This is an optimization exercise on Yosys and OpenROAD, whose aim is small area and a short achievable clock period, not a production implementation.
Power is estimated from default activity; no workload was simulated.

Setup of old:
## stack_alu
module stack_alu #(
  parameter int DEPTH = 256,
  parameter int WIDTH = 4
) (
  input  logic             clk,
  input  logic             rst_n,
  input  logic [2:0]       opcode,
  input  logic [WIDTH-1:0] input_data,
  output logic [WIDTH-1:0] output_data,
  output logic             empty,
  output logic             full,
  output logic             overflow
);
  localparam logic [2:0] OP_PUSH = 3'b110;
  localparam logic [2:0] OP_POP  = 3'b111;
  localparam int MD = DEPTH - 3;          
  localparam int NL = 16;                 
  localparam int NR = 17;                 
  localparam int NM = NL * NR;            
  localparam int NW = (MD + NL - 1) / NL;   
  localparam int GR = 4;                  
  localparam int NP = (NW + GR - 1) / GR;
  localparam int M0 = NM - 4;             
  logic [NL-1:0]    lo;
  logic [NR-1:0]    hi;
  logic [WIDTH-1:0] mem [MD];
  logic [WIDTH-1:0] t_q, b_q;
  logic [WIDTH-1:0] c_part [NP];
  ...
==> module stack_alu, before the edit <==
module stack_alu #(
  parameter int DEPTH = 256,
  parameter int WIDTH = 4
) (
  input  logic             clk,
  input  logic             rst_n,
  input  logic [2:0]       opcode,
  input  logic [WIDTH-1:0] input_data,
  output logic [WIDTH-1:0] output_data,
  output logic             empty,
  output logic             full,
  output logic             overflow
);
  localparam logic [2:0] OP_PUSH = 3'b110;
  localparam logic [2:0] OP_POP  = 3'b111;
  localparam int MD = DEPTH - 3;          
  localparam int NL = 16;                 
  localparam int NR = 17;                 
  localparam int NM = NL * NR;            
  localparam int NW = (MD + NL - 1) / NL;   
  localparam int GR = 4;                  
  localparam int NP = (NW + GR - 1) / GR;
  localparam int M0 = NM - 4;             
  logic [NL-1:0]    lo;
  logic [NR-1:0]    hi;
  logic [WIDTH-1:0] mem [MD];
  logic [WIDTH-1:0] t_q, b_q;
  logic [WIDTH-1:0] c_part [NP];
  logic [WIDTH-1:0] c_val;
  logic [WIDTH-1:0] out_n, out_d, out_o;
  logic             ovf_n, ovf_d, ovf_o;
  logic             empty_q, nfull_q, ge2_q;
  logic             nempty_o, full_o;
  always_comb begin
    c_val = '0;
    for (int p = 0; p < NP; p++) c_val = c_val | c_part[p];
  end
  logic [NL-1:0] lo_n;
  logic [NR-1:0] hi_n;
  assign lo_n = ~lo;
  assign hi_n = ~hi;
  for (genvar i = 0; i < MD; i++) begin : g_wr
    localparam int MW = (i + NM - 1) % NM;
    logic we;
    stack_alu_nor2 u_we (.a(hi_n[MW / NL]), .b(lo_n[MW % NL]), .y(we));
    always_ff @(posedge clk) begin
      if (we) mem[i] <= c_val;
    end
  end
  logic [NW-1:0] row_n [WIDTH];           
  for (genvar w = 0; w < WIDTH; w++) begin : g_bit
    for (genvar h = 0; h < NW; h++) begin : g_row
      localparam int NS = (NL * h + NL > MD) ? MD - NL * h : NL;    
      localparam int NT = (NS + 2) / 3;                             
      logic [3*NT-1:0] s, d;
      logic [NT-1:0]   t_n;
      logic            x, y;
      for (genvar k = 0; k < 3 * NT; k++) begin : g_s
        if (k < NS) begin : g_live
          assign s[k] = lo[k];
          assign d[k] = mem[NL * h + k][w];
        end else begin : g_pad
          assign s[k] = 1'b0;
          assign d[k] = 1'b0;
        end
      end
      for (genvar t = 0; t < NT; t++) begin : g_t
        if (3 * t + 2 < NS) begin : g_full
          stack_alu_ao222n u_t (.s0(s[3*t]), .d0(d[3*t]), .s1(s[3*t+1]), .d1(d[3*t+1]),
                                .s2(s[3*t+2]), .d2(d[3*t+2]), .y(t_n[t]));
        end else begin : g_part
          assign t_n[t] = ~((s[3*t] & d[3*t]) | (s[3*t+1] & d[3*t+1]) |
                            (s[3*t+2] & d[3*t+2]));
        end
      end
      stack_alu_nand3 u_x (.a(t_n[0]), .b(t_n[1]), .c(t_n[2]), .y(x));
      if (NT == 6) begin : g_six
        stack_alu_nand3 u_y (.a(t_n[3]), .b(t_n[4]), .c(t_n[5]), .y(y));
      end else begin : g_less
        assign y = ~&t_n[NT-1:3];
      end
      stack_alu_oa21n u_r (.a(x), .b(y), .c(hi[h]), .y(row_n[w][h]));
    end
  end
  logic [WIDTH-1:0] rd_part [NP];
  always_comb begin
    for (int p = 0; p < NP; p++)
      for (int w = 0; w < WIDTH; w++) begin
        rd_part[p][w] = 1'b0;
        for (int h = GR * p; h < GR * p + GR && h < NW; h++)
          rd_part[p][w] = rd_part[p][w] | ~row_n[w][h];
      end
  end
  logic signed [WIDTH-1:0] a, b;
  logic signed [WIDTH:0]   sum;
  logic                    add_ovf, mul_ovf;
  logic [WIDTH-1:0]        mul_r;
  logic [WIDTH-1:0]        alu_res;
  logic                    alu_ovf;
  assign a   = t_q;
  assign b   = b_q;
  assign sum = {b[WIDTH-1], b} + {a[WIDTH-1], a};
  stack_alu_mul u_mul (.a(a), .b(b), .r(mul_r), .ovf(mul_ovf));
  assign add_ovf = sum[WIDTH] ^ sum[WIDTH-1];
  assign alu_res = opcode[0] ? mul_r : sum[WIDTH-1:0];
  assign alu_ovf = opcode[0] ? mul_ovf : add_ovf;
  logic do_push, do_pop, do_arith, inc, dec;
  assign do_push  = (opcode == OP_PUSH) && nfull_q;
  assign do_pop   = (opcode == OP_POP) && !empty_q;
  assign do_arith = (opcode[2:1] == 2'b10) && ge2_q;
  assign inc = do_push;
  assign dec = do_pop || do_arith;
  logic eq1, eq255, ge3;
  assign eq1   = hi[(M0 + 1) / NL] && lo[(M0 + 1) % NL];
  assign eq255 = hi[(DEPTH - 5) / NL] && lo[(DEPTH - 5) % NL];
  assign ge3   = !(hi[M0 / NL] && (lo[M0 % NL] || lo[(M0 + 1) % NL] || lo[(M0 + 2) % NL]));
  always_ff @(posedge clk or negedge rst_n) begin
    if (!rst_n) begin
      lo       <= NL'(1) << (M0 % NL);
      hi       <= NR'(1) << (M0 / NL);
      out_n    <= '1;
      ovf_n    <= 1'b1;
      empty_q  <= 1'b1;
      nfull_q  <= 1'b1;
      ge2_q    <= 1'b0;
    end else begin
      out_n    <= ~out_d;
      ovf_n    <= ~ovf_d;
      if (inc) begin
        lo       <= {lo[NL-2:0], lo[NL-1]};
        if (lo[NL-1]) hi <= {hi[NR-2:0], hi[NR-1]};
        empty_q  <= 1'b0;
        nfull_q  <= !eq255;
        ge2_q    <= !empty_q;
      end else if (dec) begin
        lo       <= {lo[0], lo[NL-1:1]};
        if (lo[0]) hi <= {hi[0], hi[NR-1:1]};
        empty_q  <= eq1;
        nfull_q  <= 1'b1;
        ge2_q    <= ge3;
      end
    end
  end
  always_ff @(posedge clk or negedge rst_n) begin
    if (!rst_n) begin
      nempty_o <= 1'b0;
      full_o   <= 1'b0;
    end else begin
      nempty_o <= inc || (dec ? !eq1 : !empty_q);
      full_o   <= inc ? eq255 : (!dec && !nfull_q);
    end
  end
  always_comb begin
    out_d = ~out_n;
    ovf_d = ~ovf_n;
    if (opcode == OP_PUSH || opcode == OP_POP) ovf_d = 1'b0;
    if (do_pop) out_d = t_q;
    if (do_arith) begin
      out_d = alu_res;
      ovf_d = alu_ovf;
    end
  end
  always_ff @(posedge clk or negedge rst_n) begin
    if (!rst_n) begin
      out_o <= '0;
      ovf_o <= 1'b0;
    end else begin
      out_o <= out_d;
      ovf_o <= ovf_d;
    end
  end
  always_ff @(posedge clk) begin
    if (rst_n) begin
      if (inc) begin
        t_q <= input_data;
        b_q <= t_q;
        c_part[0] <= b_q;
        for (int p = 1; p < NP; p++) c_part[p] <= '0;
      end else if (dec) begin
        t_q <= do_arith ? alu_res : b_q;
        b_q <= c_val;
        for (int p = 0; p < NP; p++) c_part[p] <= rd_part[p];
      end
    end
  end
  assign output_data = out_o;
  assign overflow    = ovf_o;
  assign empty       = !nempty_o;
  assign full        = full_o;
endmodule
Settings: LEC_CHECK=0, ABC_CLOCK_PERIOD_IN_PS=2500, CAP_MARGIN=30, CORE_MARGIN=2, CORE_UTILIZATION=40, CTS_CLUSTER_DIAMETER=80, CTS_CLUSTER_SIZE=30, SETUP_SLACK_MARGIN=4.88, SLEW_MARGIN=30, SYNTH_HIERARCHICAL=1, SYNTH_MINIMUM_KEEP_SIZE=0; clock period 7.5 ns.
run.sh (not shown) runs the stock make flow with config.mk's settings and CLKGATE_MAP_FILE= SYNTH_SCRIPT=/design/flow/synth_recipe.tcl, a recipe that flattens the netlist after the stock synthesis.
> inputs changed (old -> new)
--- a/flow/design.v
+++ b/flow/design.v
@@ -25,12 +25,12 @@
   logic [NR-1:0]    hi;
   logic [WIDTH-1:0] mem [MD];
   logic [WIDTH-1:0] t_q, b_q;
   logic [WIDTH-1:0] c_part [NP];
   logic [WIDTH-1:0] c_val;
-  logic [WIDTH-1:0] out_n, out_d, out_o;
-  logic             ovf_n, ovf_d, ovf_o;
+  logic [WIDTH-1:0] out_q;
+  logic             ovf_q;
   logic             empty_q, nfull_q, ge2_q;
   logic             nempty_o, full_o;
   always_comb begin
     c_val = '0;
     for (int p = 0; p < NP; p++) c_val = c_val | c_part[p];
@@ -116,61 +116,43 @@
   assign ge3   = !(hi[M0 / NL] && (lo[M0 % NL] || lo[(M0 + 1) % NL] || lo[(M0 + 2) % NL]));
   always_ff @(posedge clk or negedge rst_n) begin
     if (!rst_n) begin
       lo       <= NL'(1) << (M0 % NL);
       hi       <= NR'(1) << (M0 / NL);
-      out_n    <= '1;
-      ovf_n    <= 1'b1;
+      out_q    <= '0;
+      ovf_q    <= 1'b0;
       empty_q  <= 1'b1;
       nfull_q  <= 1'b1;
       ge2_q    <= 1'b0;
+      nempty_o <= 1'b0;
+      full_o   <= 1'b0;
     end else begin
-      out_n    <= ~out_d;
-      ovf_n    <= ~ovf_d;
+      if (opcode == OP_PUSH || opcode == OP_POP) ovf_q <= 1'b0;
+      if (do_pop) out_q <= t_q;
+      if (do_arith) begin
+        out_q <= alu_res;
+        ovf_q <= alu_ovf;
+      end
       if (inc) begin
         lo       <= {lo[NL-2:0], lo[NL-1]};
         if (lo[NL-1]) hi <= {hi[NR-2:0], hi[NR-1]};
         empty_q  <= 1'b0;
         nfull_q  <= !eq255;
         ge2_q    <= !empty_q;
+        nempty_o <= 1'b1;
+        full_o   <= eq255;
       end else if (dec) begin
         lo       <= {lo[0], lo[NL-1:1]};
         if (lo[0]) hi <= {hi[0], hi[NR-1:1]};
         empty_q  <= eq1;
         nfull_q  <= 1'b1;
         ge2_q    <= ge3;
+        nempty_o <= !eq1;
+        full_o   <= 1'b0;
       end
     end
   end
-  always_ff @(posedge clk or negedge rst_n) begin
-    if (!rst_n) begin
-      nempty_o <= 1'b0;
-      full_o   <= 1'b0;
-    end else begin
-      nempty_o <= inc || (dec ? !eq1 : !empty_q);
-      full_o   <= inc ? eq255 : (!dec && !nfull_q);
-    end
-  end
-  always_comb begin
-    out_d = ~out_n;
-    ovf_d = ~ovf_n;
-    if (opcode == OP_PUSH || opcode == OP_POP) ovf_d = 1'b0;
-    if (do_pop) out_d = t_q;
-    if (do_arith) begin
-      out_d = alu_res;
-      ovf_d = alu_ovf;
-    end
-  end
-  always_ff @(posedge clk or negedge rst_n) begin
-    if (!rst_n) begin
-      out_o <= '0;
-      ovf_o <= 1'b0;
-    end else begin
-      out_o <= out_d;
-      ovf_o <= ovf_d;
-    end
-  end
   always_ff @(posedge clk) begin
     if (rst_n) begin
       if (inc) begin
         t_q <= input_data;
         b_q <= t_q;
@@ -181,12 +163,12 @@
         b_q <= c_val;
         for (int p = 0; p < NP; p++) c_part[p] <= rd_part[p];
       end
     end
   end
-  assign output_data = out_o;
-  assign overflow    = ovf_o;
+  assign output_data = out_q;
+  assign overflow    = ovf_q;
   assign empty       = !nempty_o;
   assign full        = full_o;
 endmodule
 module stack_alu_nor2 (input logic a, input logic b, output logic y);
   assign y = ~(a | b);
Higher number of non-clock buffers in the layout was reported by new, not old.
Comparing new with old, the utilization came out essentially unchanged.
Summary — count of placed standard cells in the final layout, fillers left out, new relative to old: lower, by about 1%.
Summary: with old as the reference, number of sequential storage elements in new moved down slightly.
Area added between synthesis and finish essentially unchanged between new and old.
Diff old and new: total power lower in new
No functional check of the RTL was part of any run of this note.

==> afterwards: timing with drivers on the ports <==
No port has a modelled driver above. Below, the same layouts with a new extraction and two added sets of constraints.
Step 1, drivers: a clkbuf_16 drives clk and a buf_2 each remaining input, both assumed.
Step 2 times the ports against the registers' clock, not the clock port: input delays grow and output delays shrink by t, the midpoint of the rising clock arrivals with the driver on.
Slacks: no drivers / after step 1 / after step 2; pairs: no drivers / after step 1.
run	t (ns)	setup WS [ns]	worst setup path after step 2	latest minus earliest clock arrival (ns)
old	0.678	4.849 / 4.786 / 4.347	input to register	0.032 / 0.032
new	0.688	4.724 / 4.652 / 4.292	input to register	0.029 / 0.029
After both steps every run listed still meets setup and hold. The setup slack of old, which loses most, moves by -0.063 ns with the drivers and by -0.502 ns with both steps.
